Background: an optimization exercise with open tools, aiming at a short achievable clock period and few clock cycles. Do not read the settings as production practice.
RTL that was checked went through simulation tests only; none was proved equivalent to the original.
Power and IR drop assume default switching activity.

== juniper ==
## dma_top
module dma_top (
    input  logic        clk_i,
    input  logic        rst_i,
    input  logic        reg_en_i,
    input  logic        reg_we_i,
    input  logic [4:0]  reg_addr_i,
    input  logic [63:0] reg_wdata_i,
    output logic [63:0] reg_rdata_o,
    input  logic        mem_gnt_i,
    input  logic        mem_rvalid_i,
    input  logic [63:0] mem_rdata_i,
    input  logic        mem_bdone_i,
    output logic        mem_req_o,
    output logic        mem_we_o,
    output logic [31:0] mem_addr_o,
    output logic [63:0] mem_wdata_o,
    output logic [7:0]  mem_beats_o,
    output logic        mem_last_o,
    output logic        done_o
);
Settings: LEC_CHECK=0, CAP_MARGIN=20, CORE_MARGIN=2, CORE_UTILIZATION=40, SLEW_MARGIN=20; clock period 9.0 ns.
run.sh (not shown) runs the stock make flow with config.mk's settings and CLKGATE_MAP_FILE= SYNTH_SCRIPT=/design/flow/synth_recipe.tcl, a recipe that flattens the netlist after the stock synthesis.
Looking at the reports, juniper completed the entire flow and the layout it produced met the timing, DRC and antenna checks.
Input changes introduced in fjord (baseline for comparison: juniper):
- SETUP_SLACK_MARGIN newly set to 5
- ABC_CLOCK_PERIOD_IN_PS newly set to 2500
- CORE_UTILIZATION changed from 40 to 50
- TNS_END_PERCENT newly set to 100
==> comparison <==
fjord closes out successfully: all stages finished, all timing, DRC and antenna checks passed.
Taking juniper as the reference point, the worst setup slack of fjord rises by 1.34 ns.
Taking juniper as the reference point, the total clock buffers created by CTS of fjord falls by 3.
Of fjord and juniper, the higher number of filler cells placed in the layout belongs to juniper.
[fjord] portion of total power attributed to the clock network fell 1.1 points relative to juniper
Comparing fjord and juniper, total power is lower on fjord.
Status: cell area after layout parity (juniper, fjord)
For clock insertion delay at the later pin of the skew report, fjord and juniper come out practically identical.
From juniper to fjord the numbers moved as follows: number of placed cells counting well taps shows a reduction of 7.4%, all-layer global routing usage shows an increase of 6.0 points.
No run of this note included a check of the RTL's function; only the layout flow was run.

========
== run a ==
Another version of the RTL of dma_top (not shown whole).
Size in the first run: ~2100 flip-flops, ~85000 um2 of cells after synthesis.
## dma_top
module dma_top (
    input  logic        clk_i,
    input  logic        rst_i,
    input  logic        reg_en_i,
    input  logic        reg_we_i,
    input  logic [4:0]  reg_addr_i,
    input  logic [63:0] reg_wdata_i,
    output logic [63:0] reg_rdata_o,
    input  logic        mem_gnt_i,
    input  logic        mem_rvalid_i,
    input  logic [63:0] mem_rdata_i,
    input  logic        mem_bdone_i,
    output logic        mem_req_o,
    output logic        mem_we_o,
    output logic [31:0] mem_addr_o,
    output logic [63:0] mem_wdata_o,
    output logic [7:0]  mem_beats_o,
    output logic        mem_last_o,
    output logic        done_o
);
    localparam int ADDR_W     = 32;
    localparam int DATA_W     = 64;
    localparam int BEAT_BYTES = 8;
    localparam int REG_ADDR_W = 5;
    localparam logic [4:0] REG_SRC   = 5'h00;
    localparam logic [4:0] REG_DST   = 5'h08;
    localparam logic [4:0] REG_LEN   = 5'h10;
    localparam logic [4:0] REG_BURST = 5'h18;
    localparam logic [4:0] REG_CTRL  = 5'h1C;
    localparam int CTRL_START = 0;
    localparam int CTRL_DONE  = 1;
    localparam int CTRL_BUSY  = 2;
    localparam int FIFO_DEPTH = 24;
  ...
clock: 9.0 ns
lec_check: 0
cap_margin: 20
core_margin: 2
core_utilization: 55
slew_margin: 20
tns_end_percent: 100
standard.sh (not shown) runs the stock make flow with config.mk's settings and CLKGATE_MAP_FILE= SYNTH_SCRIPT=/design/flow/synth_recipe.tcl, a recipe that flattens the netlist after the stock synthesis.
==> flow/flow/run.sh <==
#!/bin/bash
set -euo pipefail
bash standard.sh SETUP_SLACK_MARGIN=6.0 finish > make.log 2>&1
[inputs] run b vs run a
diff --git a/flow/config.mk b/flow/config.mk
--- a/flow/config.mk
+++ b/flow/config.mk
@@ -9,3 +9,3 @@
 export CORE_MARGIN = 2
-export CORE_UTILIZATION = 55
+export CORE_UTILIZATION = 40
 export SLEW_MARGIN = 20
Results
Taking run a as the reference, in run b routed wire length stayed essentially flat, half-perimeter wire length after detailed placement fell by 1.8 mm, register-to-register slack rose by 0.21 ns, fmax rose by 5.3%. On worst relative slew slack, the lower figure sits with run a, not run b. Run b against run a: maximum number of pins on one net before global-route repair saw an increase; multi-input gate area in the final layout fell 0.33%. Relative to run a, overall power of the completed layout has increased by 0.31 mW in run b. Met2 routing resource usage after global routing: run b vs run a down 16 points.
No functional check of the RTL was part of any run of this note.

========
## job 4595
dma_top, a different RTL version from the one above (not shown whole).
Size in the first run: about 4900 cells after synthesis, roughly 2000 flip-flops, roughly 310 I/O pins, ~0.086 mm^2 of cells after synthesis.
export LEC_CHECK = 0
export CAP_MARGIN = 20
export CORE_MARGIN = 2
export CORE_UTILIZATION = 40
export SLEW_MARGIN = 20
export TNS_END_PERCENT = 100
create_clock -name core_clock -period 9.0 [get_ports {clk_i}]
Scripts as last shown in full above: flow/flow/run.sh
Job 4595: no failed stages, no open violations at the end
Here is what was changed in the inputs of job 2638 compared with job 4595.
# job 4595
export LEC_CHECK = 0
export CAP_MARGIN = 20
export CORE_MARGIN = 2
export CORE_UTILIZATION = 40
export SLEW_MARGIN = 20
export TNS_END_PERCENT = 100
create_clock -name core_clock -period 9.0 [get_ports {clk_i}]
# job 2638
export LEC_CHECK = 0
export CAP_MARGIN = 20
export CORE_MARGIN = 2
export CORE_UTILIZATION = 40
export SETUP_SLACK_MARGIN = 5
export SLEW_MARGIN = 20
export TNS_END_PERCENT = 100
create_clock -name core_clock -period 9.0 [get_ports {clk_i}]
==> flow/run.sh (new file) <==
#!/bin/bash
# synth_recipe.tcl (not shown) runs the flow's synth.tcl, then flattens the netlist and writes it again
# the make line also repeats each setting of config.mk as NAME=value (left out here)
make -C /OpenROAD-flow-scripts/flow DESIGN_CONFIG=/design/flow/config.mk WORK_HOME=/design/flow/orfs CLKGATE_MAP_FILE= SYNTH_SCRIPT=/design/flow/synth_recipe.tcl finish
removed: flow/flow/run.sh
removed: flow/standard.sh
## What came out
Job 2638 vs. job 4595: cell depth of the worst setup path decreased by 1 relative to the old numbers, sequential share of layout area increased by 2.3 points relative to the old numbers, share of power burned in the clock network increased by 0.3 points relative to the old numbers.
Setup changes, job 2638 to job 7170
# job 2638
export LEC_CHECK = 0
export CAP_MARGIN = 20
export CORE_MARGIN = 2
export CORE_UTILIZATION = 40
export SETUP_SLACK_MARGIN = 5
export SLEW_MARGIN = 20
export TNS_END_PERCENT = 100
create_clock -name core_clock -period 9.0 [get_ports {clk_i}]
# job 7170
export LEC_CHECK = 0
export CAP_MARGIN = 20
export CORE_MARGIN = 2
export CORE_UTILIZATION = 40
export SLEW_MARGIN = 20
export TNS_END_PERCENT = 100
create_clock -name core_clock -period 9.0 [get_ports {clk_i}]
==> flow/flow/run.sh (new file) <==
#!/bin/bash
set -euo pipefail
bash standard.sh SETUP_SLACK_MARGIN=6.5 finish > make.log 2>&1
==> flow/standard.sh (new file) <==
#!/bin/bash
# synth_recipe.tcl (not shown) runs the flow's synth.tcl, then flattens the netlist and writes it again
# the make line also repeats each setting of config.mk as NAME=value (left out here)
make -C /OpenROAD-flow-scripts/flow DESIGN_CONFIG=/design/flow/config.mk WORK_HOME=/design/flow/orfs CLKGATE_MAP_FILE= SYNTH_SCRIPT=/design/flow/synth_recipe.tcl "${@:-finish}"
removed: flow/run.sh
### Flow results
Summary of job 7170 over job 2638: clock tree buffer count of the final layout went up; number of cells on the critical path went up.
Re first-iteration DRC count: job 2638 and job 7170 aren't equal, and the higher value belongs to job 7170.
Sort job 2638 and job 7170 by total of cells resized after clock tree synthesis asc -> top: job 2638
Lower global-route wire length before repair among job 2638 and job 7170: job 2638
From job 2638 to job 7170 the numbers moved as follows: flip-flop and latch count shows no meaningful change, fraction of the cycle the final worst path needs went down by 1.7 points, non-clock inverter total of the final layout has increased, average size of a mapped cell shows no meaningful change.
Looking at the reports, job 7170 completed the entire flow and the layout it produced met the timing, DRC and antenna checks.
Total power per unit cell area grows by a few percent when moving from job 2638 to job 7170.
Row layout multi-input combinational cell count: job 7170 higher / job 2638 lower
No run of this note included a check of the RTL's function; only the layout flow was run.

========
dma_top, a different RTL version from the one above (not shown whole).
Size: about 5700 cells after synthesis, roughly 310 I/O pins, roughly 85000 um2 of cells after synthesis.
export LEC_CHECK = 0
export CAP_MARGIN = 20
export CORE_MARGIN = 2
export CORE_UTILIZATION = 75
export SLEW_MARGIN = 20
export TNS_END_PERCENT = 100
create_clock -name core_clock -period 9.0 [get_ports {clk_i}]
==> flow/flow/run.sh <==
#!/bin/bash
set -euo pipefail
bash standard.sh SETUP_SLACK_MARGIN=6.0 finish > make.log 2>&1
The baseline passed the timing, DRC and antenna checks.
Testbench counts at the start, summed over its fixed seeds: cycles 23,605.
Then changed:
--- a/flow/config.mk
+++ b/flow/config.mk
@@ -9,3 +9,3 @@
 export CORE_MARGIN = 2
-export CORE_UTILIZATION = 75
+export CORE_UTILIZATION = 60
 export SLEW_MARGIN = 20
=> Design area rises by 0.75%. Worst setup slack improves by 0.0043 ns. Register-to-register slack improves by 0.06 ns. Wire length falls by 1.1%. Global-route usage falls by 9.7 points. Area after synthesis does not change. Non-clock buffer count rises by 12. Maximum frequency hardly moves. Power rises by 0.83%.

========
Another version of the RTL of dma_top (not shown whole).
For scale: about 5500 cells after synthesis, roughly 2100 flip-flops, roughly 310 I/O pins, ~0.084 mm² of cells after synthesis.
Design dma_top, start of the top module:
module dma_top (
    input  logic        clk_i,
    input  logic        rst_i,
    input  logic        reg_en_i,
    input  logic        reg_we_i,
    input  logic [4:0]  reg_addr_i,
    input  logic [63:0] reg_wdata_i,
    output logic [63:0] reg_rdata_o,
    input  logic        mem_gnt_i,
    input  logic        mem_rvalid_i,
    input  logic [63:0] mem_rdata_i,
    input  logic        mem_bdone_i,
    output logic        mem_req_o,
    output logic        mem_we_o,
    output logic [31:0] mem_addr_o,
    output logic [63:0] mem_wdata_o,
    output logic [7:0]  mem_beats_o,
    output logic        mem_last_o,
    output logic        done_o
);
Settings: LEC_CHECK=0, CAP_MARGIN=20, CORE_MARGIN=2, CORE_UTILIZATION=40, SLEW_MARGIN=20, TNS_END_PERCENT=100; clock period 9.0 ns.
Scripts as last shown in full above: flow/flow/run.sh
Testbench counts at the start, summed over its fixed seeds: cycles 23,733.
Rerun with:
--- a/flow/config.mk
+++ b/flow/config.mk
@@ -9,3 +9,3 @@
 export CORE_MARGIN = 2
-export CORE_UTILIZATION = 40
+export CORE_UTILIZATION = 60
 export SLEW_MARGIN = 20
What happened: Via count shrinks by 0.62%. Final cell count shrinks by about 11%. Non-clock buffer count shrinks by 33. Wire length shrinks by about 5%. Clock power shrinks by 6.2%. Synthesized area is unchanged. Utilization grows by 22 points. Power shrinks by 2.9%. Cell area shrinks by about 2.2%. Maximum frequency grows by 1.2%. Register-to-register slack stays flat.

========
Another version of the RTL of dma_top (not shown whole).
For scale: roughly 2100 flip-flops, about 310 I/O pins, roughly 0.084 mm² of cells after synthesis.
// dma_top
module dma_top (
    input  logic        clk_i,
    input  logic        rst_i,
    input  logic        reg_en_i,
    input  logic        reg_we_i,
    input  logic [4:0]  reg_addr_i,
    input  logic [63:0] reg_wdata_i,
    output logic [63:0] reg_rdata_o,
    input  logic        mem_gnt_i,
    input  logic        mem_rvalid_i,
    input  logic [63:0] mem_rdata_i,
    input  logic        mem_bdone_i,
    output logic        mem_req_o,
    output logic        mem_we_o,
    output logic [31:0] mem_addr_o,
    output logic [63:0] mem_wdata_o,
    output logic [7:0]  mem_beats_o,
    output logic        mem_last_o,
    output logic        done_o
);
clock: 9.0 ns
lec_check: 0
cap_margin: 20
core_margin: 2
core_utilization: 60
slew_margin: 20
tns_end_percent: 100
==> flow/flow/run.sh <==
#!/bin/bash
set -euo pipefail
bash standard.sh SETUP_SLACK_MARGIN=7.0 finish > make.log 2>&1
The first run went through all stages and came out clean.
Edit:
==> flow/flow/run.sh (replaced) <==
#!/bin/bash
set -euo pipefail
bash standard.sh SETUP_SLACK_MARGIN=6.5 finish > make.log 2>&1
Result: Synthesized area stays the same; first-iteration DRC count goes down by 14%; count of clock-buffer cells in the layout goes down by 2; routed wire length goes down by 9.1%; cell count goes down by 2.8%; global-route usage goes down by 2.9 points; synthesized cell count stays the same; power goes down by 2.6%; worst setup slack gets better by 0.062 ns; register-to-register slack gets worse by 0.04 ns; die area is unchanged.
No run of this note included a check of the RTL's function; only the layout flow was run.

========
== run A ==
Another version of the RTL of dma_top (not shown whole).
For scale: ~6000 cells after synthesis, about 2200 flip-flops, roughly 310 I/O pins, roughly 88000 um2 of cells after synthesis.
## dma_top
module dma_top (
    input  logic        clk_i,
    input  logic        rst_i,
    input  logic        reg_en_i,
    input  logic        reg_we_i,
    input  logic [4:0]  reg_addr_i,
    input  logic [63:0] reg_wdata_i,
    output logic [63:0] reg_rdata_o,
    input  logic        mem_gnt_i,
    input  logic        mem_rvalid_i,
    input  logic [63:0] mem_rdata_i,
    input  logic        mem_bdone_i,
    output logic        mem_req_o,
    output logic        mem_we_o,
    output logic [31:0] mem_addr_o,
    output logic [63:0] mem_wdata_o,
    output logic [7:0]  mem_beats_o,
    output logic        mem_last_o,
    output logic        done_o
);
export LEC_CHECK = 0
export CAP_MARGIN = 20
export CORE_MARGIN = 2
export CORE_UTILIZATION = 60
export CTS_CLUSTER_DIAMETER = 60
export CTS_CLUSTER_SIZE = 30
export SLEW_MARGIN = 20
export TNS_END_PERCENT = 100
create_clock -name core_clock -period 9.0 [get_ports {clk_i}]
==> flow/flow/run.sh <==
#!/bin/bash
set -euo pipefail
bash standard.sh SETUP_SLACK_MARGIN=6.0 finish > make.log 2>&1
Run A went all the way through synthesis, placement and routing and the layout is clean on timing, DRC and antenna.
Input changes introduced in run B (baseline for comparison: run A):
-- flow/config.mk --
<<< run A, line 11
export CTS_CLUSTER_DIAMETER = 60
export CTS_CLUSTER_SIZE = 30
>>> run B, line 11
Notes after the runs:
- Every run (run A and run B) finished clean.
- Re setup slack after layout: run B is 0.024 ns down on run A.
- Between run B and run A, it is run B whose post-layout instance area is higher, by 1.7%.
- From run A to run B the numbers moved as follows: worst max-slew margin expressed relative to the limit fell by 3.4 points; number of vias in the routed layout moved up.
- As far as area used by sequential logic in the layout is concerned, run B and run A perform about the same.
- [compare] base=run A new=run B: share of the core filled with cells in the final layout now sits higher; die span in y stayed essentially flat; boundary pin count essentially unchanged.
- Run A → run B: share of post-route cells with drive strength above 1 grew by 0.45 points; non-clock buffer count saw an increase; clock-buffer cell count rose by about 90%.
Edits applied to the flow inputs when going from run B to run C:
==> flow/flow/run.sh <==
#!/bin/bash
set -euo pipefail
bash standard.sh SETUP_SLACK_MARGIN=6.0 MATCH_CELL_FOOTPRINT=0 "BUFFER_PORTS_ARGS=-buffer_cell sky130_fd_sc_hd__buf_4" finish > make.log 2>&1
--- outcome ---
In run C, total of clock buffers placed in the layout is lower than in run B. Reported combinational group power: run C vs run B, no meaningful difference. The post-detailed-routing wire length on run C is in line with that on run B. The global-route usage of run C and that of run B are within noise of each other. Looking at number of global-route vias before repair, run C sits 172 lower than run B does. Cmp run C vs run B: layout overhead on the synthesized area higher in run C. Compared with run B, run C shows a maximum frequency that is about 1.2% lower. From run B to run C the numbers moved as follows: overall power after layout increased by 2.2% relative to the old numbers; number of buffers created by CTS increased by 3 relative to the old numbers; area of all placed cells without fillers increased by about 0.4% relative to the old numbers.
diff inputs: run C => run D
==> flow/flow/run.sh <==
#!/bin/bash
set -euo pipefail
bash standard.sh SETUP_SLACK_MARGIN=6.0 finish > make.log 2>&1
-- flow/config.mk --
<<< run C, line 11
>>> run D, line 11
export CTS_CLUSTER_DIAMETER = 80
export CTS_CLUSTER_SIZE = 24
--- outcome ---
Critical path capture point = mem_wdata_o[28]: run D; critical path capture point = done_o: run C
Compared with run C, in run D hold slack lost 0.0044 ns; number of H-tree levels fell 1; worst setup slack rose 0.073 ns; number of non-clock buffers saw an increase.
No run of this note included a check of the RTL's function; only the layout flow was run.

## re-timing with driven ports
In the flow no input, the clock included, has a driving cell. The finished layouts below were timed again as built, in two steps. Step 1 (the two cells are an assumption about what drives the block):
set clk [get_ports {clk_i}]
set_driving_cell -lib_cell sky130_fd_sc_hd__clkbuf_16 $clk
set_driving_cell -lib_cell sky130_fd_sc_hd__buf_2 [delete_from_list [all_inputs] $clk]
Step 2 adds t to the input delays and takes it off the output delays; t is the mean of the earliest and latest rising clock arrival at the registers after step 1. Input paths then give back, and output paths get back, about the clock's delay inside the block. Slacks: ideal ports / drivers / drivers and shift; pairs: ideal ports / drivers.
run	t (ns)	slack for setup (ns)	hold WS [ns]
juniper	0.980	3.639 / 3.639 / 3.134	0.477 / 0.477 / 0.477
fjord	0.992	4.983 / 4.983 / 4.084	0.459 / 0.459 / 0.459
run a of note 2	0.928	4.750 / 4.750 / 4.042	0.477 / 0.477 / 0.477
run b of note 2	0.961	4.963 / 4.963 / 4.223	0.477 / 0.477 / 0.477
job 4595	0.942	5.313 / 5.343 / 4.402	0.477 / 0.477 / 0.477
job 2638	0.927	5.093 / 5.035 / 4.225	0.482 / 0.482 / 0.482
job 7170	0.924	5.243 / 5.282 / 4.357	0.465 / 0.465 / 0.465
the first run of note 4	0.887	5.733 / 5.653 / 5.003	0.476 / 0.476 / 0.476
the second run of note 4	0.910	5.738 / 5.647 / 5.068	0.475 / 0.475 / 0.475
the first run of note 5	0.927	5.608 / 5.519 / 5.164	0.473 / 0.473 / 0.473
the second run of note 5	0.911	5.649 / 5.567 / 5.174	0.462 / 0.462 / 0.462
the first run of note 6	0.915	5.659 / 5.576 / 5.121	0.469 / 0.469 / 0.469
the second run of note 6	0.922	5.721 / 5.636 / 5.172	0.475 / 0.475 / 0.475
run A of note 7	0.877	5.743 / 5.652 / 5.096	0.475 / 0.475 / 0.475
run B of note 7	0.911	5.719 / 5.625 / 5.175	0.472 / 0.472 / 0.472
run C of note 7	0.935	5.681 / 5.599 / 5.090	0.485 / 0.485 / 0.485
run D of note 7	0.843	5.754 / 5.670 / 5.134	0.481 / 0.481 / 0.481
After both steps every run listed still meets setup and hold. The setup slack of job 4595, which loses most, moves by +0.030 ns with the drivers and by -0.911 ns with both steps.
